Background: an optimization exercise with open tools, aiming at small area and a short achievable clock period. Do not read the settings as production practice. The RTL was checked by simulation tests, not by an equivalence proof against the original design. Power is estimated from default activity; no workload was simulated.

File: config.mk
export PLATFORM = sky130hd
export DESIGN_NAME = wallaceMulTop
export DESIGN_NICKNAME = wallaceMulTop
export VERILOG_FILES = /design/flow/design.v
export SDC_FILE = /design/flow/constraint.sdc
export NUM_CORES = 4
export LEC_CHECK = 0
export ABC_CLOCK_PERIOD_IN_PS = 2500
export CAP_MARGIN = 20
export CORE_MARGIN = 2
export CORE_UTILIZATION = 60
export SETUP_SLACK_MARGIN = 2.1
export SLEW_MARGIN = 20
export SYNTH_HIERARCHICAL = 1
File: flow/run.sh
#!/bin/bash
# The standard layout (standard.sh, unchanged synthesis) with two changes:
# the port buffers are plain buf_2 cells instead of the delay buffers that
# buffer_ports picks by default, and the clock tree is built from clkbuf_8 cells without dummy loads.
set -euo pipefail
export BUFFER_PORTS_ARGS="-buffer_cell sky130_fd_sc_hd__buf_2"
export CTS_ARGS="-sink_clustering_enable -repair_clock_nets -buf_list sky130_fd_sc_hd__clkbuf_4 -dont_use_dummy_load -sink_clustering_size 8 -sink_clustering_max_diameter 50"
bash standard.sh > standard.log 2>&1
File: design.v
`timescale 1ns/1ps
package mulPkg;
	localparam int OpWidth   = 16;
	localparam int ProdWidth = 2 * OpWidth;
endpackage
`timescale 1ns/1ps
`timescale 1ns/1ps
module fullAdd (
	input  logic a,
	input  logic b,
	input  logic c,
	output logic s,
	output logic co
);
	assign s  = a ^ b ^ c;
	assign co = (a & b) | (a & c) | (b & c);
endmodule
module halfAdd (
	input  logic a,
	input  logic b,
	output logic s,
	output logic co
);
	assign s  = a ^ b;
	assign co = a & b;
endmodule
module boothEnc (
	input  logic [2:0] b,
	output logic       one,
	output logic       two,
	output logic       neg
);
	assign one = b[1] ^ b[0];
	assign two = (b[2] & ~b[1] & ~b[0]) | (~b[2] & b[1] & b[0]);
	assign neg = b[2];
endmodule
`timescale 1ns/1ps
`timescale 1ns/1ps
`timescale 1ns/1ps
`timescale 1ns/1ps
module wallaceMulTop (
	input  logic        clk,
	input  logic        arstN,
	input  logic        reqValid,
	input  logic [15:0] reqOpA,
	input  logic [15:0] reqOpB,
	output logic        respValid,
	output logic [31:0] respProduct
);
	logic        valid1_q;
	logic        valid2_q;
	logic [124:0] s1_d;
	logic [124:0] s1_q;
	logic [49:0] s2_d;
	logic [49:0] s2_q;
	logic [31:0] rowA;
	logic [31:0] rowB;
	logic [31:0] sum;
	always_ff @(posedge clk or negedge arstN) begin
		if (!arstN) begin
			valid1_q  <= 1'b0;
			valid2_q  <= 1'b0;
			respValid <= 1'b0;
		end else begin
			valid1_q  <= reqValid;
			valid2_q  <= valid1_q;
			respValid <= valid2_q;
		end
	end
	always_ff @(posedge clk) begin
		s1_q        <= s1_d;
		s2_q        <= s2_d;
		respProduct <= sum;
	end
	logic [16:0] bx;
	logic [7:0]  one;
	logic [7:0]  two;
	logic [7:0]  neg;
	assign bx = {reqOpB, 1'b0};
	for (genvar i = 0; i < 8; i++) begin : gEnc
		boothEnc uEnc (.b(bx[2*i+2:2*i]), .one(one[i]), .two(two[i]), .neg(neg[i]));
	end
	logic pp0_0;
	logic pp0_1;
	logic pp0_2;
	logic pp0_3;
	logic pp0_4;
	logic pp0_5;
	logic pp0_6;
	logic pp0_7;
	logic pp0_8;
	logic pp0_9;
	logic pp0_10;
	logic pp0_11;
	logic pp0_12;
	logic pp0_13;
	logic pp0_14;
	logic pp0_15;
	logic pp0_16;
	logic pp1_0;
	logic pp1_1;
	logic pp1_2;
	logic pp1_3;
	logic pp1_4;
	logic pp1_5;
	logic pp1_6;
	logic pp1_7;
	logic pp1_8;
	logic pp1_9;
	logic pp1_10;
	logic pp1_11;
	logic pp1_12;
	logic pp1_13;
	logic pp1_14;
	logic pp1_15;
	logic pp1_16;
	logic pp2_0;
	logic pp2_1;
	logic pp2_2;
	logic pp2_3;
	logic pp2_4;
	logic pp2_5;
	logic pp2_6;
	logic pp2_7;
	logic pp2_8;
	logic pp2_9;
	logic pp2_10;
	logic pp2_11;
	logic pp2_12;
	logic pp2_13;
	logic pp2_14;
	logic pp2_15;
	logic pp2_16;
	logic pp3_0;
	logic pp3_1;
	logic pp3_2;
	logic pp3_3;
	logic pp3_4;
	logic pp3_5;
	logic pp3_6;
	logic pp3_7;
	logic pp3_8;
	logic pp3_9;
	logic pp3_10;
	logic pp3_11;
	logic pp3_12;
	logic pp3_13;
	logic pp3_14;
	logic pp3_15;
	logic pp3_16;
	logic pp4_0;
	logic pp4_1;
	logic pp4_2;
	logic pp4_3;
	logic pp4_4;
	logic pp4_5;
	logic pp4_6;
	logic pp4_7;
	logic pp4_8;
	logic pp4_9;
	logic pp4_10;
	logic pp4_11;
	logic pp4_12;
	logic pp4_13;
	logic pp4_14;
	logic pp4_15;
	logic pp4_16;
	logic pp5_0;
	logic pp5_1;
	logic pp5_2;
	logic pp5_3;
	logic pp5_4;
	logic pp5_5;
	logic pp5_6;
	logic pp5_7;
	logic pp5_8;
	logic pp5_9;
	logic pp5_10;
	logic pp5_11;
	logic pp5_12;
	logic pp5_13;
	logic pp5_14;
	logic pp5_15;
	logic pp5_16;
	logic pp6_0;
	logic pp6_1;
	logic pp6_2;
	logic pp6_3;
	logic pp6_4;
	logic pp6_5;
	logic pp6_6;
	logic pp6_7;
	logic pp6_8;
	logic pp6_9;
	logic pp6_10;
	logic pp6_11;
	logic pp6_12;
	logic pp6_13;
	logic pp6_14;
	logic pp6_15;
	logic pp6_16;
	logic pp7_0;
	logic pp7_1;
	logic pp7_2;
	logic pp7_3;
	logic pp7_4;
	logic pp7_5;
	logic pp7_6;
	logic pp7_7;
	logic pp7_8;
	logic pp7_9;
	logic pp7_10;
	logic pp7_11;
	logic pp7_12;
	logic pp7_13;
	logic pp7_14;
	logic pp7_15;
	logic pp7_16;
	logic pp8_0;
	logic pp8_1;
	logic pp8_2;
	logic pp8_3;
	logic pp8_4;
	logic pp8_5;
	logic pp8_6;
	logic pp8_7;
	logic pp8_8;
	logic pp8_9;
	logic pp8_10;
	logic pp8_11;
	logic pp8_12;
	logic pp8_13;
	logic pp8_14;
	logic pp8_15;
	assign pp0_0 = (one[0] & reqOpA[0]) ^ neg[0];
	assign pp0_1 = ((one[0] & reqOpA[1]) | (two[0] & reqOpA[0])) ^ neg[0];
	assign pp0_2 = ((one[0] & reqOpA[2]) | (two[0] & reqOpA[1])) ^ neg[0];
	assign pp0_3 = ((one[0] & reqOpA[3]) | (two[0] & reqOpA[2])) ^ neg[0];
	assign pp0_4 = ((one[0] & reqOpA[4]) | (two[0] & reqOpA[3])) ^ neg[0];
	assign pp0_5 = ((one[0] & reqOpA[5]) | (two[0] & reqOpA[4])) ^ neg[0];
	assign pp0_6 = ((one[0] & reqOpA[6]) | (two[0] & reqOpA[5])) ^ neg[0];
	assign pp0_7 = ((one[0] & reqOpA[7]) | (two[0] & reqOpA[6])) ^ neg[0];
	assign pp0_8 = ((one[0] & reqOpA[8]) | (two[0] & reqOpA[7])) ^ neg[0];
	assign pp0_9 = ((one[0] & reqOpA[9]) | (two[0] & reqOpA[8])) ^ neg[0];
	assign pp0_10 = ((one[0] & reqOpA[10]) | (two[0] & reqOpA[9])) ^ neg[0];
	assign pp0_11 = ((one[0] & reqOpA[11]) | (two[0] & reqOpA[10])) ^ neg[0];
	assign pp0_12 = ((one[0] & reqOpA[12]) | (two[0] & reqOpA[11])) ^ neg[0];
	assign pp0_13 = ((one[0] & reqOpA[13]) | (two[0] & reqOpA[12])) ^ neg[0];
	assign pp0_14 = ((one[0] & reqOpA[14]) | (two[0] & reqOpA[13])) ^ neg[0];
	assign pp0_15 = ((one[0] & reqOpA[15]) | (two[0] & reqOpA[14])) ^ neg[0];
	assign pp0_16 = (two[0] & reqOpA[15]) ^ neg[0];
	assign pp1_0 = (one[1] & reqOpA[0]) ^ neg[1];
	assign pp1_1 = ((one[1] & reqOpA[1]) | (two[1] & reqOpA[0])) ^ neg[1];
	assign pp1_2 = ((one[1] & reqOpA[2]) | (two[1] & reqOpA[1])) ^ neg[1];
	assign pp1_3 = ((one[1] & reqOpA[3]) | (two[1] & reqOpA[2])) ^ neg[1];
	assign pp1_4 = ((one[1] & reqOpA[4]) | (two[1] & reqOpA[3])) ^ neg[1];
	assign pp1_5 = ((one[1] & reqOpA[5]) | (two[1] & reqOpA[4])) ^ neg[1];
	assign pp1_6 = ((one[1] & reqOpA[6]) | (two[1] & reqOpA[5])) ^ neg[1];
	assign pp1_7 = ((one[1] & reqOpA[7]) | (two[1] & reqOpA[6])) ^ neg[1];
	assign pp1_8 = ((one[1] & reqOpA[8]) | (two[1] & reqOpA[7])) ^ neg[1];
	assign pp1_9 = ((one[1] & reqOpA[9]) | (two[1] & reqOpA[8])) ^ neg[1];
	assign pp1_10 = ((one[1] & reqOpA[10]) | (two[1] & reqOpA[9])) ^ neg[1];
	assign pp1_11 = ((one[1] & reqOpA[11]) | (two[1] & reqOpA[10])) ^ neg[1];
	assign pp1_12 = ((one[1] & reqOpA[12]) | (two[1] & reqOpA[11])) ^ neg[1];
	assign pp1_13 = ((one[1] & reqOpA[13]) | (two[1] & reqOpA[12])) ^ neg[1];
	assign pp1_14 = ((one[1] & reqOpA[14]) | (two[1] & reqOpA[13])) ^ neg[1];
	assign pp1_15 = ((one[1] & reqOpA[15]) | (two[1] & reqOpA[14])) ^ neg[1];
	assign pp1_16 = (two[1] & reqOpA[15]) ^ neg[1];
	assign pp2_0 = (one[2] & reqOpA[0]) ^ neg[2];
	assign pp2_1 = ((one[2] & reqOpA[1]) | (two[2] & reqOpA[0])) ^ neg[2];
	assign pp2_2 = ((one[2] & reqOpA[2]) | (two[2] & reqOpA[1])) ^ neg[2];
	assign pp2_3 = ((one[2] & reqOpA[3]) | (two[2] & reqOpA[2])) ^ neg[2];
	assign pp2_4 = ((one[2] & reqOpA[4]) | (two[2] & reqOpA[3])) ^ neg[2];
	assign pp2_5 = ((one[2] & reqOpA[5]) | (two[2] & reqOpA[4])) ^ neg[2];
	assign pp2_6 = ((one[2] & reqOpA[6]) | (two[2] & reqOpA[5])) ^ neg[2];
	assign pp2_7 = ((one[2] & reqOpA[7]) | (two[2] & reqOpA[6])) ^ neg[2];
	assign pp2_8 = ((one[2] & reqOpA[8]) | (two[2] & reqOpA[7])) ^ neg[2];
	assign pp2_9 = ((one[2] & reqOpA[9]) | (two[2] & reqOpA[8])) ^ neg[2];
	assign pp2_10 = ((one[2] & reqOpA[10]) | (two[2] & reqOpA[9])) ^ neg[2];
	assign pp2_11 = ((one[2] & reqOpA[11]) | (two[2] & reqOpA[10])) ^ neg[2];
	assign pp2_12 = ((one[2] & reqOpA[12]) | (two[2] & reqOpA[11])) ^ neg[2];
	assign pp2_13 = ((one[2] & reqOpA[13]) | (two[2] & reqOpA[12])) ^ neg[2];
	assign pp2_14 = ((one[2] & reqOpA[14]) | (two[2] & reqOpA[13])) ^ neg[2];
	assign pp2_15 = ((one[2] & reqOpA[15]) | (two[2] & reqOpA[14])) ^ neg[2];
	assign pp2_16 = (two[2] & reqOpA[15]) ^ neg[2];
	assign pp3_0 = (one[3] & reqOpA[0]) ^ neg[3];
	assign pp3_1 = ((one[3] & reqOpA[1]) | (two[3] & reqOpA[0])) ^ neg[3];
	assign pp3_2 = ((one[3] & reqOpA[2]) | (two[3] & reqOpA[1])) ^ neg[3];
	assign pp3_3 = ((one[3] & reqOpA[3]) | (two[3] & reqOpA[2])) ^ neg[3];
	assign pp3_4 = ((one[3] & reqOpA[4]) | (two[3] & reqOpA[3])) ^ neg[3];
	assign pp3_5 = ((one[3] & reqOpA[5]) | (two[3] & reqOpA[4])) ^ neg[3];
	assign pp3_6 = ((one[3] & reqOpA[6]) | (two[3] & reqOpA[5])) ^ neg[3];
	assign pp3_7 = ((one[3] & reqOpA[7]) | (two[3] & reqOpA[6])) ^ neg[3];
	assign pp3_8 = ((one[3] & reqOpA[8]) | (two[3] & reqOpA[7])) ^ neg[3];
	assign pp3_9 = ((one[3] & reqOpA[9]) | (two[3] & reqOpA[8])) ^ neg[3];
	assign pp3_10 = ((one[3] & reqOpA[10]) | (two[3] & reqOpA[9])) ^ neg[3];
	assign pp3_11 = ((one[3] & reqOpA[11]) | (two[3] & reqOpA[10])) ^ neg[3];
	assign pp3_12 = ((one[3] & reqOpA[12]) | (two[3] & reqOpA[11])) ^ neg[3];
	assign pp3_13 = ((one[3] & reqOpA[13]) | (two[3] & reqOpA[12])) ^ neg[3];
	assign pp3_14 = ((one[3] & reqOpA[14]) | (two[3] & reqOpA[13])) ^ neg[3];
	assign pp3_15 = ((one[3] & reqOpA[15]) | (two[3] & reqOpA[14])) ^ neg[3];
	assign pp3_16 = (two[3] & reqOpA[15]) ^ neg[3];
	assign pp4_0 = (one[4] & reqOpA[0]) ^ neg[4];
	assign pp4_1 = ((one[4] & reqOpA[1]) | (two[4] & reqOpA[0])) ^ neg[4];
	assign pp4_2 = ((one[4] & reqOpA[2]) | (two[4] & reqOpA[1])) ^ neg[4];
	assign pp4_3 = ((one[4] & reqOpA[3]) | (two[4] & reqOpA[2])) ^ neg[4];
	assign pp4_4 = ((one[4] & reqOpA[4]) | (two[4] & reqOpA[3])) ^ neg[4];
	assign pp4_5 = ((one[4] & reqOpA[5]) | (two[4] & reqOpA[4])) ^ neg[4];
	assign pp4_6 = ((one[4] & reqOpA[6]) | (two[4] & reqOpA[5])) ^ neg[4];
	assign pp4_7 = ((one[4] & reqOpA[7]) | (two[4] & reqOpA[6])) ^ neg[4];
	assign pp4_8 = ((one[4] & reqOpA[8]) | (two[4] & reqOpA[7])) ^ neg[4];
	assign pp4_9 = ((one[4] & reqOpA[9]) | (two[4] & reqOpA[8])) ^ neg[4];
	assign pp4_10 = ((one[4] & reqOpA[10]) | (two[4] & reqOpA[9])) ^ neg[4];
	assign pp4_11 = ((one[4] & reqOpA[11]) | (two[4] & reqOpA[10])) ^ neg[4];
	assign pp4_12 = ((one[4] & reqOpA[12]) | (two[4] & reqOpA[11])) ^ neg[4];
	assign pp4_13 = ((one[4] & reqOpA[13]) | (two[4] & reqOpA[12])) ^ neg[4];
	assign pp4_14 = ((one[4] & reqOpA[14]) | (two[4] & reqOpA[13])) ^ neg[4];
	assign pp4_15 = ((one[4] & reqOpA[15]) | (two[4] & reqOpA[14])) ^ neg[4];
	assign pp4_16 = (two[4] & reqOpA[15]) ^ neg[4];
	assign pp5_0 = (one[5] & reqOpA[0]) ^ neg[5];
	assign pp5_1 = ((one[5] & reqOpA[1]) | (two[5] & reqOpA[0])) ^ neg[5];
	assign pp5_2 = ((one[5] & reqOpA[2]) | (two[5] & reqOpA[1])) ^ neg[5];
	assign pp5_3 = ((one[5] & reqOpA[3]) | (two[5] & reqOpA[2])) ^ neg[5];
	assign pp5_4 = ((one[5] & reqOpA[4]) | (two[5] & reqOpA[3])) ^ neg[5];
	assign pp5_5 = ((one[5] & reqOpA[5]) | (two[5] & reqOpA[4])) ^ neg[5];
	assign pp5_6 = ((one[5] & reqOpA[6]) | (two[5] & reqOpA[5])) ^ neg[5];
	assign pp5_7 = ((one[5] & reqOpA[7]) | (two[5] & reqOpA[6])) ^ neg[5];
	assign pp5_8 = ((one[5] & reqOpA[8]) | (two[5] & reqOpA[7])) ^ neg[5];
	assign pp5_9 = ((one[5] & reqOpA[9]) | (two[5] & reqOpA[8])) ^ neg[5];
	assign pp5_10 = ((one[5] & reqOpA[10]) | (two[5] & reqOpA[9])) ^ neg[5];
	assign pp5_11 = ((one[5] & reqOpA[11]) | (two[5] & reqOpA[10])) ^ neg[5];
	assign pp5_12 = ((one[5] & reqOpA[12]) | (two[5] & reqOpA[11])) ^ neg[5];
	assign pp5_13 = ((one[5] & reqOpA[13]) | (two[5] & reqOpA[12])) ^ neg[5];
	assign pp5_14 = ((one[5] & reqOpA[14]) | (two[5] & reqOpA[13])) ^ neg[5];
	assign pp5_15 = ((one[5] & reqOpA[15]) | (two[5] & reqOpA[14])) ^ neg[5];
	assign pp5_16 = (two[5] & reqOpA[15]) ^ neg[5];
	assign pp6_0 = (one[6] & reqOpA[0]) ^ neg[6];
	assign pp6_1 = ((one[6] & reqOpA[1]) | (two[6] & reqOpA[0])) ^ neg[6];
	assign pp6_2 = ((one[6] & reqOpA[2]) | (two[6] & reqOpA[1])) ^ neg[6];
	assign pp6_3 = ((one[6] & reqOpA[3]) | (two[6] & reqOpA[2])) ^ neg[6];
	assign pp6_4 = ((one[6] & reqOpA[4]) | (two[6] & reqOpA[3])) ^ neg[6];
	assign pp6_5 = ((one[6] & reqOpA[5]) | (two[6] & reqOpA[4])) ^ neg[6];
	assign pp6_6 = ((one[6] & reqOpA[6]) | (two[6] & reqOpA[5])) ^ neg[6];
	assign pp6_7 = ((one[6] & reqOpA[7]) | (two[6] & reqOpA[6])) ^ neg[6];
	assign pp6_8 = ((one[6] & reqOpA[8]) | (two[6] & reqOpA[7])) ^ neg[6];
	assign pp6_9 = ((one[6] & reqOpA[9]) | (two[6] & reqOpA[8])) ^ neg[6];
	assign pp6_10 = ((one[6] & reqOpA[10]) | (two[6] & reqOpA[9])) ^ neg[6];
	assign pp6_11 = ((one[6] & reqOpA[11]) | (two[6] & reqOpA[10])) ^ neg[6];
	assign pp6_12 = ((one[6] & reqOpA[12]) | (two[6] & reqOpA[11])) ^ neg[6];
	assign pp6_13 = ((one[6] & reqOpA[13]) | (two[6] & reqOpA[12])) ^ neg[6];
	assign pp6_14 = ((one[6] & reqOpA[14]) | (two[6] & reqOpA[13])) ^ neg[6];
	assign pp6_15 = ((one[6] & reqOpA[15]) | (two[6] & reqOpA[14])) ^ neg[6];
	assign pp6_16 = (two[6] & reqOpA[15]) ^ neg[6];
	assign pp7_0 = (one[7] & reqOpA[0]) ^ neg[7];
	assign pp7_1 = ((one[7] & reqOpA[1]) | (two[7] & reqOpA[0])) ^ neg[7];
	assign pp7_2 = ((one[7] & reqOpA[2]) | (two[7] & reqOpA[1])) ^ neg[7];
	assign pp7_3 = ((one[7] & reqOpA[3]) | (two[7] & reqOpA[2])) ^ neg[7];
	assign pp7_4 = ((one[7] & reqOpA[4]) | (two[7] & reqOpA[3])) ^ neg[7];
	assign pp7_5 = ((one[7] & reqOpA[5]) | (two[7] & reqOpA[4])) ^ neg[7];
	assign pp7_6 = ((one[7] & reqOpA[6]) | (two[7] & reqOpA[5])) ^ neg[7];
	assign pp7_7 = ((one[7] & reqOpA[7]) | (two[7] & reqOpA[6])) ^ neg[7];
	assign pp7_8 = ((one[7] & reqOpA[8]) | (two[7] & reqOpA[7])) ^ neg[7];
	assign pp7_9 = ((one[7] & reqOpA[9]) | (two[7] & reqOpA[8])) ^ neg[7];
	assign pp7_10 = ((one[7] & reqOpA[10]) | (two[7] & reqOpA[9])) ^ neg[7];
	assign pp7_11 = ((one[7] & reqOpA[11]) | (two[7] & reqOpA[10])) ^ neg[7];
	assign pp7_12 = ((one[7] & reqOpA[12]) | (two[7] & reqOpA[11])) ^ neg[7];
	assign pp7_13 = ((one[7] & reqOpA[13]) | (two[7] & reqOpA[12])) ^ neg[7];
	assign pp7_14 = ((one[7] & reqOpA[14]) | (two[7] & reqOpA[13])) ^ neg[7];
	assign pp7_15 = ((one[7] & reqOpA[15]) | (two[7] & reqOpA[14])) ^ neg[7];
	assign pp7_16 = (two[7] & reqOpA[15]) ^ neg[7];
	assign pp8_0 = reqOpA[0] & reqOpB[15];
	assign pp8_1 = reqOpA[1] & reqOpB[15];
	assign pp8_2 = reqOpA[2] & reqOpB[15];
	assign pp8_3 = reqOpA[3] & reqOpB[15];
	assign pp8_4 = reqOpA[4] & reqOpB[15];
	assign pp8_5 = reqOpA[5] & reqOpB[15];
	assign pp8_6 = reqOpA[6] & reqOpB[15];
	assign pp8_7 = reqOpA[7] & reqOpB[15];
	assign pp8_8 = reqOpA[8] & reqOpB[15];
	assign pp8_9 = reqOpA[9] & reqOpB[15];
	assign pp8_10 = reqOpA[10] & reqOpB[15];
	assign pp8_11 = reqOpA[11] & reqOpB[15];
	assign pp8_12 = reqOpA[12] & reqOpB[15];
	assign pp8_13 = reqOpA[13] & reqOpB[15];
	assign pp8_14 = reqOpA[14] & reqOpB[15];
	assign pp8_15 = reqOpA[15] & reqOpB[15];
	logic xs1;
	logic xc2;
	logic xs3;
	logic xc4;
	logic xs5;
	logic xc6;
	logic xs7;
	logic xc8;
	logic xs9;
	logic xc10;
	logic xs11;
	logic xc12;
	logic xs13;
	logic xc14;
	logic xs15;
	logic xc16;
	logic xs17;
	logic xc18;
	logic xs19;
	logic xc20;
	logic xs21;
	logic xc22;
	logic xs23;
	logic xc24;
	logic xs25;
	logic xc26;
	logic xs27;
	logic xc28;
	logic xs29;
	logic xc30;
	logic xs31;
	logic xc32;
	logic xs33;
	logic xc34;
	logic xs35;
	logic xc36;
	logic xs37;
	logic xc38;
	logic xs39;
	logic xc40;
	logic xs41;
	logic xc42;
	logic xs43;
	logic xc44;
	logic xs45;
	logic xc46;
	logic xs47;
	logic xc48;
	logic xs49;
	logic xc50;
	logic xs51;
	logic xc52;
	logic xs53;
	logic xc54;
	logic xs55;
	logic xc56;
	logic xs57;
	logic xc58;
	logic xs59;
	logic xc60;
	logic xs61;
	logic xc62;
	logic xs63;
	logic xc64;
	logic xs65;
	logic xc66;
	logic xs67;
	logic xc68;
	logic xs69;
	logic xc70;
	logic xs71;
	logic xc72;
	logic xs73;
	logic xc74;
	logic xs75;
	logic xc76;
	logic xs77;
	logic xc78;
	logic xs79;
	logic xc80;
	logic xs81;
	logic xc82;
	logic xs83;
	logic xc84;
	logic xs85;
	logic xc86;
	logic xs87;
	logic xc88;
	logic xs89;
	logic xc90;
	logic xs91;
	logic xc92;
	logic xs93;
	logic xc94;
	logic xs95;
	logic xc96;
	logic xs97;
	logic xc98;
	logic xs99;
	logic xc100;
	logic xs101;
	logic xc102;
	logic xs103;
	logic xc104;
	logic xs105;
	logic xc106;
	logic xs107;
	logic xc108;
	logic xs109;
	logic xc110;
	logic xs111;
	logic xc112;
	halfAdd uxs1 (.a(neg[0]), .b(pp0_0), .s(xs1), .co(xc2));
	halfAdd uxs3 (.a(pp0_1), .b(xc2), .s(xs3), .co(xc4));
	fullAdd uxs5 (.a(neg[1]), .b(pp0_2), .c(pp1_0), .s(xs5), .co(xc6));
	halfAdd uxs7 (.a(pp0_3), .b(pp1_1), .s(xs7), .co(xc8));
	fullAdd uxs9 (.a(neg[2]), .b(pp0_4), .c(pp1_2), .s(xs9), .co(xc10));
	halfAdd uxs11 (.a(pp2_0), .b(xc8), .s(xs11), .co(xc12));
	fullAdd uxs13 (.a(pp0_5), .b(pp1_3), .c(pp2_1), .s(xs13), .co(xc14));
	fullAdd uxs15 (.a(neg[3]), .b(pp0_6), .c(pp1_4), .s(xs15), .co(xc16));
	fullAdd uxs17 (.a(pp0_7), .b(pp1_5), .c(pp2_3), .s(xs17), .co(xc18));
	fullAdd uxs19 (.a(neg[4]), .b(pp0_8), .c(pp1_6), .s(xs19), .co(xc20));
	fullAdd uxs21 (.a(pp2_4), .b(pp3_2), .c(pp4_0), .s(xs21), .co(xc22));
	fullAdd uxs23 (.a(pp0_9), .b(pp1_7), .c(pp2_5), .s(xs23), .co(xc24));
	fullAdd uxs25 (.a(neg[5]), .b(pp0_10), .c(pp1_8), .s(xs25), .co(xc26));
	fullAdd uxs27 (.a(pp2_6), .b(pp3_4), .c(pp4_2), .s(xs27), .co(xc28));
	fullAdd uxs29 (.a(pp0_11), .b(pp1_9), .c(pp2_7), .s(xs29), .co(xc30));
	fullAdd uxs31 (.a(pp3_5), .b(pp4_3), .c(pp5_1), .s(xs31), .co(xc32));
	fullAdd uxs33 (.a(neg[6]), .b(pp0_12), .c(pp1_10), .s(xs33), .co(xc34));
	fullAdd uxs35 (.a(pp2_8), .b(pp3_6), .c(pp4_4), .s(xs35), .co(xc36));
	fullAdd uxs37 (.a(pp0_13), .b(pp1_11), .c(pp2_9), .s(xs37), .co(xc38));
	fullAdd uxs39 (.a(pp3_7), .b(pp4_5), .c(pp5_3), .s(xs39), .co(xc40));
	fullAdd uxs41 (.a(neg[7]), .b(pp0_14), .c(pp1_12), .s(xs41), .co(xc42));
	fullAdd uxs43 (.a(pp2_10), .b(pp3_8), .c(pp4_6), .s(xs43), .co(xc44));
	fullAdd uxs45 (.a(pp5_4), .b(pp6_2), .c(pp7_0), .s(xs45), .co(xc46));
	fullAdd uxs47 (.a(pp0_15), .b(pp1_13), .c(pp2_11), .s(xs47), .co(xc48));
	fullAdd uxs49 (.a(pp3_9), .b(pp4_7), .c(pp5_5), .s(xs49), .co(xc50));
	fullAdd uxs51 (.a(pp8_0), .b(pp0_16), .c(pp1_14), .s(xs51), .co(xc52));
	fullAdd uxs53 (.a(pp2_12), .b(pp3_10), .c(pp4_8), .s(xs53), .co(xc54));
	fullAdd uxs55 (.a(pp5_6), .b(pp6_4), .c(pp7_2), .s(xs55), .co(xc56));
	fullAdd uxs57 (.a(pp8_1), .b(neg[0]), .c(pp1_15), .s(xs57), .co(xc58));
	fullAdd uxs59 (.a(pp2_13), .b(pp3_11), .c(pp4_9), .s(xs59), .co(xc60));
	fullAdd uxs61 (.a(pp5_7), .b(pp6_5), .c(pp7_3), .s(xs61), .co(xc62));
	fullAdd uxs63 (.a(pp8_2), .b(neg[0]), .c(pp1_16), .s(xs63), .co(xc64));
	fullAdd uxs65 (.a(pp2_14), .b(pp3_12), .c(pp4_10), .s(xs65), .co(xc66));
	fullAdd uxs67 (.a(pp5_8), .b(pp6_6), .c(pp7_4), .s(xs67), .co(xc68));
	fullAdd uxs69 (.a(pp8_3), .b(~neg[0]), .c(~neg[1]), .s(xs69), .co(xc70));
	fullAdd uxs71 (.a(pp2_15), .b(pp3_13), .c(pp4_11), .s(xs71), .co(xc72));
	fullAdd uxs73 (.a(pp5_9), .b(pp6_7), .c(pp7_5), .s(xs73), .co(xc74));
	assign xs75 = ~(pp8_4 ^ xc70);
	assign xc76 = pp8_4 | xc70;
	fullAdd uxs77 (.a(pp2_16), .b(pp3_14), .c(pp4_12), .s(xs77), .co(xc78));
	fullAdd uxs79 (.a(pp5_10), .b(pp6_8), .c(pp7_6), .s(xs79), .co(xc80));
	fullAdd uxs81 (.a(pp8_5), .b(~neg[2]), .c(pp3_15), .s(xs81), .co(xc82));
	fullAdd uxs83 (.a(pp4_13), .b(pp5_11), .c(pp6_9), .s(xs83), .co(xc84));
	assign xs85 = ~(pp8_6 ^ pp3_16);
	assign xc86 = pp8_6 | pp3_16;
	fullAdd uxs87 (.a(pp4_14), .b(pp5_12), .c(pp6_10), .s(xs87), .co(xc88));
	fullAdd uxs89 (.a(pp8_7), .b(~neg[3]), .c(pp4_15), .s(xs89), .co(xc90));
	fullAdd uxs91 (.a(pp5_13), .b(pp6_11), .c(pp7_9), .s(xs91), .co(xc92));
	assign xs93 = ~(pp8_8 ^ pp4_16);
	assign xc94 = pp8_8 | pp4_16;
	fullAdd uxs95 (.a(pp5_14), .b(pp6_12), .c(pp7_10), .s(xs95), .co(xc96));
	fullAdd uxs97 (.a(pp8_9), .b(~neg[4]), .c(pp5_15), .s(xs97), .co(xc98));
	assign xs99 = ~(pp8_10 ^ pp5_16);
	assign xc100 = pp8_10 | pp5_16;
	fullAdd uxs101 (.a(pp8_11), .b(~neg[5]), .c(pp6_15), .s(xs101), .co(xc102));
	halfAdd uxs103 (.a(pp7_13), .b(xc100), .s(xs103), .co(xc104));
	assign xs105 = ~(pp8_12 ^ pp6_16);
	assign xc106 = pp8_12 | pp6_16;
	fullAdd uxs107 (.a(pp8_13), .b(~neg[6]), .c(pp7_15), .s(xs107), .co(xc108));
	assign xs109 = ~(pp8_14 ^ pp7_16);
	assign xc110 = pp8_14 | pp7_16;
	halfAdd uxs111 (.a(pp8_15), .b(~neg[7]), .s(xs111), .co(xc112));
	assign s1_d[0] = xs1;  
	assign s1_d[1] = xs3;  
	assign s1_d[2] = xc4;  
	assign s1_d[3] = xs5;  
	assign s1_d[4] = xs7;  
	assign s1_d[5] = xc6;  
	assign s1_d[6] = xs9;  
	assign s1_d[7] = xs11;  
	assign s1_d[8] = xc10;  
	assign s1_d[9] = xc12;  
	assign s1_d[10] = xs13;  
	assign s1_d[11] = pp2_2;  
	assign s1_d[12] = pp3_0;  
	assign s1_d[13] = xc14;  
	assign s1_d[14] = xs15;  
	assign s1_d[15] = pp3_1;  
	assign s1_d[16] = xc16;  
	assign s1_d[17] = xs17;  
	assign s1_d[18] = xc18;  
	assign s1_d[19] = xs19;  
	assign s1_d[20] = xs21;  
	assign s1_d[21] = pp3_3;  
	assign s1_d[22] = pp4_1;  
	assign s1_d[23] = xc20;  
	assign s1_d[24] = xc22;  
	assign s1_d[25] = xs23;  
	assign s1_d[26] = pp5_0;  
	assign s1_d[27] = xc24;  
	assign s1_d[28] = xs25;  
	assign s1_d[29] = xs27;  
	assign s1_d[30] = xc26;  
	assign s1_d[31] = xc28;  
	assign s1_d[32] = xs29;  
	assign s1_d[33] = xs31;  
	assign s1_d[34] = pp5_2;  
	assign s1_d[35] = pp6_0;  
	assign s1_d[36] = xc30;  
	assign s1_d[37] = xc32;  
	assign s1_d[38] = xs33;  
	assign s1_d[39] = xs35;  
	assign s1_d[40] = pp6_1;  
	assign s1_d[41] = xc34;  
	assign s1_d[42] = xc36;  
	assign s1_d[43] = xs37;  
	assign s1_d[44] = xs39;  
	assign s1_d[45] = xc38;  
	assign s1_d[46] = xc40;  
	assign s1_d[47] = xs41;  
	assign s1_d[48] = xs43;  
	assign s1_d[49] = xs45;  
	assign s1_d[50] = pp6_3;  
	assign s1_d[51] = pp7_1;  
	assign s1_d[52] = xc42;  
	assign s1_d[53] = xc44;  
	assign s1_d[54] = xc46;  
	assign s1_d[55] = xs47;  
	assign s1_d[56] = xs49;  
	assign s1_d[57] = xc48;  
	assign s1_d[58] = xc50;  
	assign s1_d[59] = xs51;  
	assign s1_d[60] = xs53;  
	assign s1_d[61] = xs55;  
	assign s1_d[62] = xc52;  
	assign s1_d[63] = xc54;  
	assign s1_d[64] = xc56;  
	assign s1_d[65] = xs57;  
	assign s1_d[66] = xs59;  
	assign s1_d[67] = xs61;  
	assign s1_d[68] = xc58;  
	assign s1_d[69] = xc60;  
	assign s1_d[70] = xc62;  
	assign s1_d[71] = xs63;  
	assign s1_d[72] = xs65;  
	assign s1_d[73] = xs67;  
	assign s1_d[74] = xs69;  
	assign s1_d[75] = xc64;  
	assign s1_d[76] = xc66;  
	assign s1_d[77] = xc68;  
	assign s1_d[78] = xs71;  
	assign s1_d[79] = xs73;  
	assign s1_d[80] = xs75;  
	assign s1_d[81] = xc72;  
	assign s1_d[82] = xc74;  
	assign s1_d[83] = xs77;  
	assign s1_d[84] = xs79;  
	assign s1_d[85] = pp7_7;  
	assign s1_d[86] = xc76;  
	assign s1_d[87] = xc78;  
	assign s1_d[88] = xc80;  
	assign s1_d[89] = xs81;  
	assign s1_d[90] = xs83;  
	assign s1_d[91] = pp7_8;  
	assign s1_d[92] = xs85;  
	assign s1_d[93] = xc82;  
	assign s1_d[94] = xc84;  
	assign s1_d[95] = xs87;  
	assign s1_d[96] = xc86;  
	assign s1_d[97] = xc88;  
	assign s1_d[98] = xs89;  
	assign s1_d[99] = xs91;  
	assign s1_d[100] = xs93;  
	assign s1_d[101] = xc90;  
	assign s1_d[102] = xc92;  
	assign s1_d[103] = xs95;  
	assign s1_d[104] = pp6_13;  
	assign s1_d[105] = pp7_11;  
	assign s1_d[106] = xc94;  
	assign s1_d[107] = xc96;  
	assign s1_d[108] = xs97;  
	assign s1_d[109] = pp6_14;  
	assign s1_d[110] = pp7_12;  
	assign s1_d[111] = xs99;  
	assign s1_d[112] = xc98;  
	assign s1_d[113] = xs101;  
	assign s1_d[114] = xs103;  
	assign s1_d[115] = pp7_14;  
	assign s1_d[116] = xs105;  
	assign s1_d[117] = xc102;  
	assign s1_d[118] = xc104;  
	assign s1_d[119] = xc106;  
	assign s1_d[120] = xs107;  
	assign s1_d[121] = xs109;  
	assign s1_d[122] = xc108;  
	assign s1_d[123] = xs111;  
	assign s1_d[124] = xc110;  
	logic ys113;
	logic yc114;
	logic ys115;
	logic yc116;
	logic ys117;
	logic yc118;
	logic ys119;
	logic yc120;
	logic ys121;
	logic yc122;
	logic ys123;
	logic yc124;
	logic ys125;
	logic yc126;
	logic ys127;
	logic yc128;
	logic ys129;
	logic yc130;
	logic ys131;
	logic yc132;
	logic ys133;
	logic yc134;
	logic ys135;
	logic yc136;
	logic ys137;
	logic yc138;
	logic ys139;
	logic yc140;
	logic ys141;
	logic yc142;
	logic ys143;
	logic yc144;
	logic ys145;
	logic yc146;
	logic ys147;
	logic yc148;
	logic ys149;
	logic yc150;
	logic ys151;
	logic yc152;
	logic ys153;
	logic yc154;
	logic ys155;
	logic yc156;
	logic ys157;
	logic yc158;
	logic ys159;
	logic yc160;
	logic ys161;
	logic yc162;
	logic ys163;
	logic yc164;
	logic ys165;
	logic yc166;
	logic ys167;
	logic yc168;
	logic ys169;
	logic yc170;
	logic ys171;
	logic yc172;
	logic ys173;
	logic yc174;
	logic ys175;
	logic yc176;
	logic ys177;
	logic yc178;
	logic ys179;
	logic yc180;
	logic ys181;
	logic yc182;
	logic ys183;
	logic yc184;
	logic ys185;
	logic yc186;
	logic ys187;
	logic yc188;
	logic ys189;
	logic yc190;
	logic ys191;
	logic yc192;
	logic ys193;
	logic yc194;
	logic ys195;
	logic yc196;
	logic ys197;
	logic yc198;
	logic ys199;
	logic yc200;
	logic ys201;
	logic yc202;
	logic ys203;
	logic yc204;
	logic ys205;
	logic yc206;
	logic ys207;
	logic yc208;
	logic ys209;
	logic yc210;
	logic ys211;
	logic yc212;
	logic ys213;
	logic yc214;
	logic ys215;
	logic yc216;
	logic ys217;
	logic yc218;
	logic ys219;
	logic yc220;
	logic ys221;
	logic yc222;
	logic ys223;
	logic yc224;
	logic ys225;
	logic yc226;
	logic ys227;
	logic yc228;
	logic ys229;
	logic yc230;
	logic ys231;
	logic yc232;
	logic ys233;
	logic yc234;
	logic ys235;
	logic yc236;
	logic ys237;
	logic yc238;
	logic ys239;
	logic yc240;
	logic ys241;
	logic yc242;
	logic ys243;
	logic yc244;
	logic ys245;
	logic yc246;
	logic ys247;
	logic yc248;
	logic ys249;
	logic yc250;
	logic ys251;
	logic yc252;
	logic ys253;
	logic yc254;
	logic ys255;
	logic yc256;
	logic ys257;
	logic yc258;
	logic ys259;
	logic yc260;
	logic ys261;
	logic yc262;
	logic ys263;
	logic yc264;
	logic ys265;
	logic yc266;
	logic ys267;
	logic yc268;
	logic ys269;
	logic yc270;
	logic ys271;
	logic yc272;
	logic ys273;
	logic yc274;
	logic ys275;
	logic yc276;
	logic ys277;
	logic yc278;
	logic ys279;
	logic yc280;
	logic ys281;
	logic yc282;
	logic ys283;
	logic yc284;
	halfAdd uys113 (.a(s1_q[2]), .b(s1_q[3]), .s(ys113), .co(yc114));
	fullAdd uys115 (.a(s1_q[4]), .b(s1_q[5]), .c(yc114), .s(ys115), .co(yc116));
	fullAdd uys117 (.a(s1_q[6]), .b(s1_q[7]), .c(yc116), .s(ys117), .co(yc118));
	fullAdd uys119 (.a(s1_q[8]), .b(s1_q[9]), .c(s1_q[10]), .s(ys119), .co(yc120));
	halfAdd uys121 (.a(ys119), .b(yc118), .s(ys121), .co(yc122));
	fullAdd uys123 (.a(s1_q[11]), .b(s1_q[12]), .c(s1_q[13]), .s(ys123), .co(yc124));
	fullAdd uys125 (.a(s1_q[14]), .b(yc120), .c(ys123), .s(ys125), .co(yc126));
	halfAdd uys127 (.a(ys125), .b(yc122), .s(ys127), .co(yc128));
	fullAdd uys129 (.a(s1_q[15]), .b(s1_q[16]), .c(s1_q[17]), .s(ys129), .co(yc130));
	fullAdd uys131 (.a(yc124), .b(ys129), .c(yc126), .s(ys131), .co(yc132));
	halfAdd uys133 (.a(ys131), .b(yc128), .s(ys133), .co(yc134));
	fullAdd uys135 (.a(s1_q[18]), .b(s1_q[19]), .c(s1_q[20]), .s(ys135), .co(yc136));
	fullAdd uys137 (.a(yc130), .b(ys135), .c(yc132), .s(ys137), .co(yc138));
	fullAdd uys139 (.a(s1_q[21]), .b(s1_q[22]), .c(s1_q[23]), .s(ys139), .co(yc140));
	fullAdd uys141 (.a(s1_q[24]), .b(s1_q[25]), .c(yc136), .s(ys141), .co(yc142));
	halfAdd uys143 (.a(ys139), .b(ys141), .s(ys143), .co(yc144));
	fullAdd uys145 (.a(s1_q[26]), .b(s1_q[27]), .c(s1_q[28]), .s(ys145), .co(yc146));
	fullAdd uys147 (.a(s1_q[29]), .b(yc140), .c(ys145), .s(ys147), .co(yc148));
	fullAdd uys149 (.a(yc142), .b(ys147), .c(yc144), .s(ys149), .co(yc150));
	fullAdd uys151 (.a(s1_q[30]), .b(s1_q[31]), .c(s1_q[32]), .s(ys151), .co(yc152));
	fullAdd uys153 (.a(s1_q[33]), .b(yc146), .c(ys151), .s(ys153), .co(yc154));
	halfAdd uys155 (.a(yc148), .b(ys153), .s(ys155), .co(yc156));
	fullAdd uys157 (.a(s1_q[34]), .b(s1_q[35]), .c(s1_q[36]), .s(ys157), .co(yc158));
	fullAdd uys159 (.a(s1_q[37]), .b(s1_q[38]), .c(s1_q[39]), .s(ys159), .co(yc160));
	fullAdd uys161 (.a(yc152), .b(ys157), .c(ys159), .s(ys161), .co(yc162));
	fullAdd uys163 (.a(yc154), .b(ys161), .c(yc156), .s(ys163), .co(yc164));
	fullAdd uys165 (.a(s1_q[40]), .b(s1_q[41]), .c(s1_q[42]), .s(ys165), .co(yc166));
	fullAdd uys167 (.a(s1_q[43]), .b(s1_q[44]), .c(yc158), .s(ys167), .co(yc168));
	fullAdd uys169 (.a(yc160), .b(ys165), .c(yc162), .s(ys169), .co(yc170));
	halfAdd uys171 (.a(ys167), .b(ys169), .s(ys171), .co(yc172));
	fullAdd uys173 (.a(s1_q[45]), .b(s1_q[46]), .c(s1_q[47]), .s(ys173), .co(yc174));
	fullAdd uys175 (.a(s1_q[48]), .b(s1_q[49]), .c(yc166), .s(ys175), .co(yc176));
	fullAdd uys177 (.a(ys173), .b(yc168), .c(ys175), .s(ys177), .co(yc178));
	halfAdd uys179 (.a(yc170), .b(ys177), .s(ys179), .co(yc180));
	fullAdd uys181 (.a(s1_q[50]), .b(s1_q[51]), .c(s1_q[52]), .s(ys181), .co(yc182));
	fullAdd uys183 (.a(s1_q[53]), .b(s1_q[54]), .c(s1_q[55]), .s(ys183), .co(yc184));
	fullAdd uys185 (.a(s1_q[56]), .b(yc174), .c(ys181), .s(ys185), .co(yc186));
	fullAdd uys187 (.a(ys183), .b(yc176), .c(ys185), .s(ys187), .co(yc188));
	halfAdd uys189 (.a(yc178), .b(ys187), .s(ys189), .co(yc190));
	fullAdd uys191 (.a(s1_q[57]), .b(s1_q[58]), .c(s1_q[59]), .s(ys191), .co(yc192));
	fullAdd uys193 (.a(s1_q[60]), .b(s1_q[61]), .c(yc182), .s(ys193), .co(yc194));
	fullAdd uys195 (.a(yc184), .b(ys191), .c(yc186), .s(ys195), .co(yc196));
	fullAdd uys197 (.a(ys193), .b(yc188), .c(ys195), .s(ys197), .co(yc198));
	fullAdd uys199 (.a(s1_q[62]), .b(s1_q[63]), .c(s1_q[64]), .s(ys199), .co(yc200));
	fullAdd uys201 (.a(s1_q[65]), .b(s1_q[66]), .c(s1_q[67]), .s(ys201), .co(yc202));
	fullAdd uys203 (.a(yc192), .b(ys199), .c(ys201), .s(ys203), .co(yc204));
	fullAdd uys205 (.a(yc194), .b(ys203), .c(yc196), .s(ys205), .co(yc206));
	fullAdd uys207 (.a(s1_q[68]), .b(s1_q[69]), .c(s1_q[70]), .s(ys207), .co(yc208));
	fullAdd uys209 (.a(s1_q[71]), .b(s1_q[72]), .c(s1_q[73]), .s(ys209), .co(yc210));
	fullAdd uys211 (.a(yc200), .b(yc202), .c(ys207), .s(ys211), .co(yc212));
	fullAdd uys213 (.a(ys209), .b(yc204), .c(ys211), .s(ys213), .co(yc214));
	fullAdd uys215 (.a(s1_q[74]), .b(s1_q[75]), .c(s1_q[76]), .s(ys215), .co(yc216));
	fullAdd uys217 (.a(s1_q[77]), .b(s1_q[78]), .c(s1_q[79]), .s(ys217), .co(yc218));
	fullAdd uys219 (.a(yc208), .b(yc210), .c(ys215), .s(ys219), .co(yc220));
	fullAdd uys221 (.a(ys217), .b(yc212), .c(ys219), .s(ys221), .co(yc222));
	fullAdd uys223 (.a(s1_q[80]), .b(s1_q[81]), .c(s1_q[82]), .s(ys223), .co(yc224));
	fullAdd uys225 (.a(s1_q[83]), .b(s1_q[84]), .c(yc216), .s(ys225), .co(yc226));
	fullAdd uys227 (.a(yc218), .b(ys223), .c(yc220), .s(ys227), .co(yc228));
	fullAdd uys229 (.a(ys225), .b(yc222), .c(ys227), .s(ys229), .co(yc230));
	fullAdd uys231 (.a(s1_q[85]), .b(s1_q[86]), .c(s1_q[87]), .s(ys231), .co(yc232));
	fullAdd uys233 (.a(s1_q[88]), .b(s1_q[89]), .c(s1_q[90]), .s(ys233), .co(yc234));
	fullAdd uys235 (.a(yc224), .b(ys231), .c(ys233), .s(ys235), .co(yc236));
	fullAdd uys237 (.a(yc226), .b(ys235), .c(yc228), .s(ys237), .co(yc238));
	fullAdd uys239 (.a(s1_q[91]), .b(s1_q[92]), .c(s1_q[93]), .s(ys239), .co(yc240));
	fullAdd uys241 (.a(s1_q[94]), .b(s1_q[95]), .c(yc232), .s(ys241), .co(yc242));
	fullAdd uys243 (.a(yc234), .b(ys239), .c(yc236), .s(ys243), .co(yc244));
	halfAdd uys245 (.a(ys241), .b(ys243), .s(ys245), .co(yc246));
	fullAdd uys247 (.a(s1_q[96]), .b(s1_q[97]), .c(s1_q[98]), .s(ys247), .co(yc248));
	fullAdd uys249 (.a(s1_q[99]), .b(yc240), .c(ys247), .s(ys249), .co(yc250));
	fullAdd uys251 (.a(yc242), .b(ys249), .c(yc244), .s(ys251), .co(yc252));
	fullAdd uys253 (.a(s1_q[100]), .b(s1_q[101]), .c(s1_q[102]), .s(ys253), .co(yc254));
	fullAdd uys255 (.a(s1_q[103]), .b(yc248), .c(ys253), .s(ys255), .co(yc256));
	halfAdd uys257 (.a(yc250), .b(ys255), .s(ys257), .co(yc258));
	fullAdd uys259 (.a(s1_q[104]), .b(s1_q[105]), .c(s1_q[106]), .s(ys259), .co(yc260));
	fullAdd uys261 (.a(s1_q[107]), .b(s1_q[108]), .c(yc254), .s(ys261), .co(yc262));
	fullAdd uys263 (.a(ys259), .b(yc256), .c(ys261), .s(ys263), .co(yc264));
	fullAdd uys265 (.a(s1_q[109]), .b(s1_q[110]), .c(s1_q[111]), .s(ys265), .co(yc266));
	fullAdd uys267 (.a(s1_q[112]), .b(yc260), .c(ys265), .s(ys267), .co(yc268));
	fullAdd uys269 (.a(yc262), .b(ys267), .c(yc264), .s(ys269), .co(yc270));
	fullAdd uys271 (.a(s1_q[113]), .b(s1_q[114]), .c(yc266), .s(ys271), .co(yc272));
	halfAdd uys273 (.a(yc268), .b(ys271), .s(ys273), .co(yc274));
	fullAdd uys275 (.a(s1_q[115]), .b(s1_q[116]), .c(s1_q[117]), .s(ys275), .co(yc276));
	fullAdd uys277 (.a(s1_q[118]), .b(ys275), .c(yc272), .s(ys277), .co(yc278));
	fullAdd uys279 (.a(s1_q[119]), .b(s1_q[120]), .c(yc276), .s(ys279), .co(yc280));
	fullAdd uys281 (.a(s1_q[121]), .b(s1_q[122]), .c(yc280), .s(ys281), .co(yc282));
	fullAdd uys283 (.a(s1_q[123]), .b(s1_q[124]), .c(yc282), .s(ys283), .co(yc284));
	assign s2_d[0] = s1_q[0];  
	assign s2_d[1] = s1_q[1];  
	assign s2_d[2] = ys113;  
	assign s2_d[3] = ys115;  
	assign s2_d[4] = ys117;  
	assign s2_d[5] = ys121;  
	assign s2_d[6] = ys127;  
	assign s2_d[7] = ys133;  
	assign s2_d[8] = yc134;  
	assign s2_d[9] = ys137;  
	assign s2_d[10] = ys143;  
	assign s2_d[11] = yc138;  
	assign s2_d[12] = ys149;  
	assign s2_d[13] = ys155;  
	assign s2_d[14] = yc150;  
	assign s2_d[15] = ys163;  
	assign s2_d[16] = yc164;  
	assign s2_d[17] = ys171;  
	assign s2_d[18] = yc172;  
	assign s2_d[19] = ys179;  
	assign s2_d[20] = yc180;  
	assign s2_d[21] = ys189;  
	assign s2_d[22] = yc190;  
	assign s2_d[23] = ys197;  
	assign s2_d[24] = yc198;  
	assign s2_d[25] = ys205;  
	assign s2_d[26] = ys213;  
	assign s2_d[27] = yc206;  
	assign s2_d[28] = yc214;  
	assign s2_d[29] = ys221;  
	assign s2_d[30] = ys229;  
	assign s2_d[31] = yc230;  
	assign s2_d[32] = ys237;  
	assign s2_d[33] = yc238;  
	assign s2_d[34] = ys245;  
	assign s2_d[35] = yc246;  
	assign s2_d[36] = ys251;  
	assign s2_d[37] = ys257;  
	assign s2_d[38] = yc252;  
	assign s2_d[39] = yc258;  
	assign s2_d[40] = ys263;  
	assign s2_d[41] = ys269;  
	assign s2_d[42] = ys273;  
	assign s2_d[43] = yc270;  
	assign s2_d[44] = yc274;  
	assign s2_d[45] = ys277;  
	assign s2_d[46] = ys279;  
	assign s2_d[47] = yc278;  
	assign s2_d[48] = ys281;  
	assign s2_d[49] = ys283;  
	assign rowA[0] = s2_q[0];
	assign rowB[0] = 1'b0;
	assign rowA[1] = s2_q[1];
	assign rowB[1] = 1'b0;
	assign rowA[2] = s2_q[2];
	assign rowB[2] = 1'b0;
	assign rowA[3] = s2_q[3];
	assign rowB[3] = 1'b0;
	assign rowA[4] = s2_q[4];
	assign rowB[4] = 1'b0;
	assign rowA[5] = s2_q[5];
	assign rowB[5] = 1'b0;
	assign rowA[6] = s2_q[6];
	assign rowB[6] = 1'b0;
	assign rowA[7] = s2_q[7];
	assign rowB[7] = 1'b0;
	assign rowA[8] = s2_q[8];
	assign rowB[8] = s2_q[9];
	assign rowA[9] = s2_q[10];
	assign rowB[9] = s2_q[11];
	assign rowA[10] = s2_q[12];
	assign rowB[10] = 1'b0;
	assign rowA[11] = s2_q[13];
	assign rowB[11] = s2_q[14];
	assign rowA[12] = s2_q[15];
	assign rowB[12] = 1'b0;
	assign rowA[13] = s2_q[16];
	assign rowB[13] = s2_q[17];
	assign rowA[14] = s2_q[18];
	assign rowB[14] = s2_q[19];
	assign rowA[15] = s2_q[20];
	assign rowB[15] = s2_q[21];
	assign rowA[16] = s2_q[22];
	assign rowB[16] = s2_q[23];
	assign rowA[17] = s2_q[24];
	assign rowB[17] = s2_q[25];
	assign rowA[18] = s2_q[26];
	assign rowB[18] = s2_q[27];
	assign rowA[19] = s2_q[28];
	assign rowB[19] = s2_q[29];
	assign rowA[20] = s2_q[30];
	assign rowB[20] = 1'b0;
	assign rowA[21] = s2_q[31];
	assign rowB[21] = s2_q[32];
	assign rowA[22] = s2_q[33];
	assign rowB[22] = s2_q[34];
	assign rowA[23] = s2_q[35];
	assign rowB[23] = s2_q[36];
	assign rowA[24] = s2_q[37];
	assign rowB[24] = s2_q[38];
	assign rowA[25] = s2_q[39];
	assign rowB[25] = s2_q[40];
	assign rowA[26] = s2_q[41];
	assign rowB[26] = 1'b0;
	assign rowA[27] = s2_q[42];
	assign rowB[27] = s2_q[43];
	assign rowA[28] = s2_q[44];
	assign rowB[28] = s2_q[45];
	assign rowA[29] = s2_q[46];
	assign rowB[29] = s2_q[47];
	assign rowA[30] = s2_q[48];
	assign rowB[30] = 1'b0;
	assign rowA[31] = s2_q[49];
	assign rowB[31] = 1'b0;
	assign sum = rowA + rowB;
endmodule
File: standard.sh
#!/bin/bash
# synth_recipe.tcl (not shown) runs the flow's synth.tcl, then flattens the netlist and writes it again
# the make line also repeats each setting of config.mk as NAME=value (left out here)
make -C /OpenROAD-flow-scripts/flow DESIGN_CONFIG=/design/flow/config.mk WORK_HOME=/design/flow/orfs CLKGATE_MAP_FILE= SYNTH_SCRIPT=/design/flow/synth_recipe.tcl "${@:-finish}"
File: constraint.sdc
create_clock -name core_clock -period 4.3 [get_ports {clk}]
set_input_delay 0.8600 -clock core_clock [delete_from_list [all_inputs] [get_ports {clk}]]
set_output_delay 0.8600 -clock core_clock [all_outputs]
set_load 0.01 [all_outputs]
==> results.txt <==
clock tree buffer depth 3; Ant. Diodes 0; Skew-Pair Late Insertion Delay 610 ps; element type at the critical path end register; Yosys top cell area share 0.377; Pins Over Slew Limit 0; HP Class reg -> reg; worst-path maximum fanout 1; Gate Count Post-Synth 940; max-cap check violation count 0; RSZ-0062 raised after global routing yes; total grt overflow 0; Avg Synthesized Cell Area 11.7 sq um; vias in the first global route 7597; commonest cells after routing, fill and taps aside 202 x dfxtp_1, 146 x xnor2_1, 113 x a22oi_1, 104 x fa_1, 60 x buf_2; CTS Buf Count 34; Reg clk slew, reported paths 80 ps; top sig layer met4; vias after detailed routing 7203; largest area contributor in the netlist dfxtp_1; flop and latch count out of synthesis 210; # setup viols final 0; initial antenna violation count 0; total negative slack 0 ps; die area 19400 sq um; crit path DAT 2720 ps; Final WS setup 2060 ps; fin crit period 2240 ps; metal2 WL 11800 microns; io pins 68; Top FF cell, synth dfxtp_1; fmax 446 MHz; Worst Setup Start Kind register; Seq/Total Area, Yosys 0.384; Initial Util 0.612; per-cell routed wire length 20.9 microns; CTS tree yes; outcome no timing/DRC/antenna violations; clock root buffer clkbuf_4; H-tree depth 2; Async S/R FF share, synth 0.0143; Layout Nets 1184; Worst IR Drop VDD 0.518 mV; Port Buffers 67; Die Wd 139 microns; layout cells sized above 1 0.195; Final ANT Viol Nets 0; wirelength, routed 25400 microns; clock sinks 210; final hold violation count 0; Post-Syn Area 11000 sq um; Crit Path Class reg -> reg; Post-synth EDFFs 0; Synth cell types 53; Area growth syn-to-layout 9.98%; PwrDens 686 nW/um^2; WL met3 2010 microns; Pleak 4.83 nW; Post-Place Worst Slack 873 ps; Avg Vias per Cell 5.93; pin count of the biggest net entering global routing 35; fin crit share 0.521; WP data required 4770 ps; M1 WL 11200 microns; Final Wtd Congestion 0.860; Clock Skews 50.6 ps; DRT Pass-1 Iters 5; warnings from Yosys 7; ranking of synthesized cells by area dfxtp_1 38%, fa_1 22%, xnor2_1 12%; gr usage total 0.262; commonest non-fill, non-tap cell in the layout dfxtp_1; Core ar. 18000 sq um; DR DRC count 0; Iter 0 DRT Violations 446; Final HPWL DP 17400 microns; Die Ht 139 microns; # rows 49; first-pass GRT wire length 40200 microns
cell type report:
class                           count  area (sq um)
Multi-Input combinational cell    615          6530
Fill cell                        1394          5880
Sequential cell                   210          4230
Timing Repair Buffer              100           689
Tap cell                          229           287
Clock buffer                       34           255
Inverter                           27           101
what timing repair did:
item | 4_1_cts | 5_1_grt
buffers inserted | 19 | 2
endpoints found under the hold margin | 3 | 0
endpoints found under the setup margin | 115 | 43
pin swaps | 9 | 7
gates resized for setup | 22 | 18
hold buffers | 1 | 0
kinds of logic after synthesis:
logic type	after synthesis	share of synthesized area
adder cells (fa/ha/maj)	161	0.265
AND/OR/NAND/NOR	101	0.0453
multiplexers	1	0.000911
flip-flops	210	0.384
XOR/XNOR	163	0.130
buffers and inverters	117	0.0436
other	1	0.000341
AO/OA/AOI/OAI	186	0.131
synth_stat cells, drive strengths merged (9+ instances only):
master and number:
buf 16, nand2 45, nand2b 9, o21ai 9
clkbuf 74, o22ai 10, a21oi 18, xor2 15
nor2 16, and2 10, xnor2 148, fa 119
dfxtp 207, a22oi 120, ha 42, inv 27
per-module statistics from Yosys, one instance, submodules excluded:
| module | cell area [sq um] | times used | cells |
|---|---|---|---|
| halfAdd | 12.5 | 18 | 1 |
| boothEnc | 38.8 | 8 | 5 |
| wallaceMulTop | 8090 | 1 | 764 |
| fullAdd | 20.0 | 118 | 1 |
sequential cells by signal (all words and copies together) (netlist names):
register     count
valid1_q         1
respProduct     32
valid2_q         1
respValid        1
s2_q            50
s1_q           125
power breakdown:
group	total (mW)	switching (mW)	internal (mW)
Sequential	3.11	0.359	2.76
Combinational	4.17	2.28	1.90
Clock	1.00	0.639	0.365
final timing paths:
path,from,endpoint,slack [ps],cells past startpoint
worst max-delay path,s1_q[52]$_DFF_P_,s2_q[23]$_DFF_P_,2060,4
worst min-delay path,s2_q[3]$_DFF_P_,respProduct[3]$_DFF_P_,330,0
worst max register to register,s1_q[52]$_DFF_P_,s2_q[23]$_DFF_P_,2060,4
worst min register to register,s2_q[3]$_DFF_P_,respProduct[3]$_DFF_P_,330,0
max in group asynchronous,arstN,valid1_q$_DFF_PN0_,3600,2
min in group asynchronous,arstN,respValid$_DFF_PN0_,600,2
worst max-delay path, cell delays in order, from the launching register on:
cell	delay, ps
dfxtp_2	330
fa_1	560
fa_2	440
fa_2	350
fa_1	440
routing by layer:
metal  vias up  track usage
li1       3229            -
met1      3642        0.367
met2       293        0.410
met3        39       0.0606
met4         0       0.0803
met5         -            0
through the flow:
step	area, sq um	util	hold WS [ps]	power (mW)	instances
3_3_place_gp	11400	0.636	310	6.97	1159
4_1_cts	12000	0.667	324	8.20	1213
6_report	12100	0.673	331	8.29	1215
5_1_grt	12100	0.673	340	9.00	1215
3_5_place_dp	11400	0.636	312	7.10	1159
2_1_floorplan	11300	-	310	5.93	942

## static timing again, ports no longer ideal
The results above use ideal ports. As a check the final layout listed here was re-extracted and re-timed, cells and wires unchanged. Step 1 (the two cells are an assumption about what drives the block):
set clk [get_ports {clk}]
set_driving_cell -lib_cell sky130_fd_sc_hd__clkbuf_16 $clk
set_driving_cell -lib_cell sky130_fd_sc_hd__buf_2 [delete_from_list [all_inputs] $clk]
Step 2 also shifts input and output timing later by t, the mid clock arrival at the registers, as if the neighbouring blocks saw the same clock. a / b / c = ideal ports / drivers / drivers and shift; a / b = the first two.
shift t [ns]: 0.629
setup WS [ns]: 2.059 / 2.059 / 1.542
clock arrival spread, ns: 0.059 / 0.058
worst slew at a driven data input, ns: 0.04
After both steps this run still meets setup and hold. For this run, drivers alone change the setup slack by 0.000 ns; drivers and shift together by -0.517 ns.
